Context: an optimization exercise on an open-source flow, tuned for small area and a short achievable clock period. The choices shown serve that exercise and are no tape-out recipe. In this exercise RTL edits were held to simulation tests only and were not proved equivalent to the original. Power and IR drop assume default switching activity.

== yarrow ==
Design four_bank_mem, start of the top module:
module four_bank_mem #(
  parameter int unsigned BANK_AW = 6
) (
  input  logic        clk,
  input  logic        rst,
  input  logic [15:0] bus_addr,
  input  logic [15:0] bus_data_in,
  input  logic        bus_wr,
  input  logic        bus_rd,
  output logic [15:0] bus_data_out,
  output logic        bus_rd_valid,
  output logic        bus_stall,
  output logic [3:0]  bus_busy,
  output logic        bus_err
);
For scale: about 140000 um2 of cells after synthesis.
Settings: LEC_CHECK=0, CAP_MARGIN=20, CORE_MARGIN=2, CORE_UTILIZATION=70, CTS_CLUSTER_DIAMETER=100, CTS_CLUSTER_SIZE=25, SETUP_SLACK_MARGIN=1.5, SLEW_MARGIN=20, SYNTH_HIERARCHICAL=1; clock period 4.0 ns.
standard.sh (not shown) runs the stock make flow with config.mk's settings and CLKGATE_MAP_FILE= SYNTH_SCRIPT=/design/flow/synth_recipe.tcl, a recipe that flattens the netlist after the stock synthesis.
==> flow/flow/run.sh <==
#!/bin/bash
# Layout flow: the standard layout (standard.sh, all steps), except that
# the input and output port buffers are sky130_fd_sc_hd__buf_4 cells rather
# than the buffer cell buffer_ports would pick by itself. Every port still
# gets its own buffer. The tools' output goes to standard_flow.log here; ORFS
# also keeps a log per step under orfs/logs.
export BUFFER_PORTS_ARGS="-buffer_cell sky130_fd_sc_hd__buf_4"
{
  echo "BUFFER_PORTS_ARGS=$BUFFER_PORTS_ARGS"
  echo "--- standard.sh ---"
  cat standard.sh
  echo "--- end of standard.sh ---"
} > flow_setup.log 2>&1
bash standard.sh > standard_flow.log 2>&1
status=$?
grep -h "RSZ-0027\|RSZ-0028" orfs/logs/*/*/*/3_3_place_gp.log >> flow_setup.log 2>/dev/null
exit $status
The inputs of harbor differ from those of yarrow as listed below.
==> flow/run.sh (new file) <==
#!/bin/bash
# synth_recipe.tcl (not shown) runs the flow's synth.tcl, then flattens the netlist and writes it again
# the make line also repeats each setting of config.mk as NAME=value (left out here)
make -C /OpenROAD-flow-scripts/flow DESIGN_CONFIG=/design/flow/config.mk WORK_HOME=/design/flow/orfs CLKGATE_MAP_FILE= SYNTH_SCRIPT=/design/flow/synth_recipe.tcl finish
removed: flow/flow/run.sh
removed: flow/standard.sh
Results
harbor vs. yarrow: signed area change from the synthesized netlist to the final layout went up, non-clock buffer count went up, portion of total power attributed to sequential cells went down, fraction of power consumed by the clock network did not really move, switching component of the power went up. Total power of the final layout delta (harbor -> yarrow): insignificant. harbor vs yarrow, endpoint of the worst setup timing path: bus_stall vs bus_data_out[5].
### harbor -> garnet
Settings: SETUP_SLACK_MARGIN: 1.5 -> 1.3.
==> flow/flow/run.sh (new file) <==
#!/bin/bash
# Layout flow: the standard layout (standard.sh, all steps), except that
# the input and output port buffers are sky130_fd_sc_hd__buf_4 cells rather
# than the buffer cell buffer_ports would pick by itself. Every port still
# gets its own buffer. The tools' output goes to standard_flow.log here; ORFS
# also keeps a log per step under orfs/logs.
export BUFFER_PORTS_ARGS="-buffer_cell sky130_fd_sc_hd__buf_4"
{
  echo "BUFFER_PORTS_ARGS=$BUFFER_PORTS_ARGS"
  echo "--- standard.sh ---"
  cat standard.sh
  echo "--- end of standard.sh ---"
} > flow_setup.log 2>&1
bash standard.sh > standard_flow.log 2>&1
status=$?
grep -h "RSZ-0027\|RSZ-0028" orfs/logs/*/*/*/3_3_place_gp.log >> flow_setup.log 2>/dev/null
exit $status
==> flow/standard.sh (new file) <==
#!/bin/bash
# synth_recipe.tcl (not shown) runs the flow's synth.tcl, then flattens the netlist and writes it again
# the make line also repeats each setting of config.mk as NAME=value (left out here)
make -C /OpenROAD-flow-scripts/flow DESIGN_CONFIG=/design/flow/config.mk WORK_HOME=/design/flow/orfs CLKGATE_MAP_FILE= SYNTH_SCRIPT=/design/flow/synth_recipe.tcl "${@:-finish}"
removed: flow/run.sh
Notes after the runs:
Wire length reported by the detailed router for garnet: about 2.6% down relative to harbor
garnet completed end to end with timing, DRC and antenna clean.
Diff harbor..garnet | count of flip-flops with a built-in enable after synthesis | unchanged
harbor reports its cell type of the slowest stage on the worst timing path as sky130_fd_sc_hd__dfrtp_2 while garnet reports sky130_fd_sc_hd__dfrtp_4.
In garnet, final critical path time including I/O delays and setup is higher than in harbor.
The total power of harbor and that of garnet are within noise of each other.

==> static timing again, ports no longer ideal <==
No port has a modelled driver above. Below, the same layouts with a new extraction and two added sets of constraints.
Step 1 (the two cells are an assumption about what drives the block):
set clk [get_ports {clk}]
set_driving_cell -lib_cell sky130_fd_sc_hd__clkbuf_16 $clk
set_driving_cell -lib_cell sky130_fd_sc_hd__buf_2 [delete_from_list [all_inputs] $clk]
Step 2 also shifts input and output timing later by t, the mid clock arrival at the registers, as if the neighbouring blocks saw the same clock.
a / b / c = no drivers / after step 1 / after step 2; a / b = the first two.
| run | t, ns | setup WS [ns] | hold slack, ns | slew at the worst register clock pin (ns) | worst slew at a driven data input, ns |
|---|---|---|---|---|---|
| yarrow | 0.977 | 1.222 / 1.222 / 1.222 | 0.049 / -0.029 / 0.369 | 0.10 / 0.10 | 0.36 |
| harbor | 0.972 | 1.178 / 1.086 / 0.349 | 0.371 / 0.299 / 0.376 | 0.10 / 0.10 | 0.29 |
| garnet | 0.980 | 1.169 / 1.169 / 1.169 | 0.050 / -0.033 / 0.366 | 0.11 / 0.11 | 0.39 |
After both steps setup and hold are still met in every run listed. The setup slack of harbor, which loses most, moves by -0.092 ns with the drivers and by -0.829 ns with both steps.
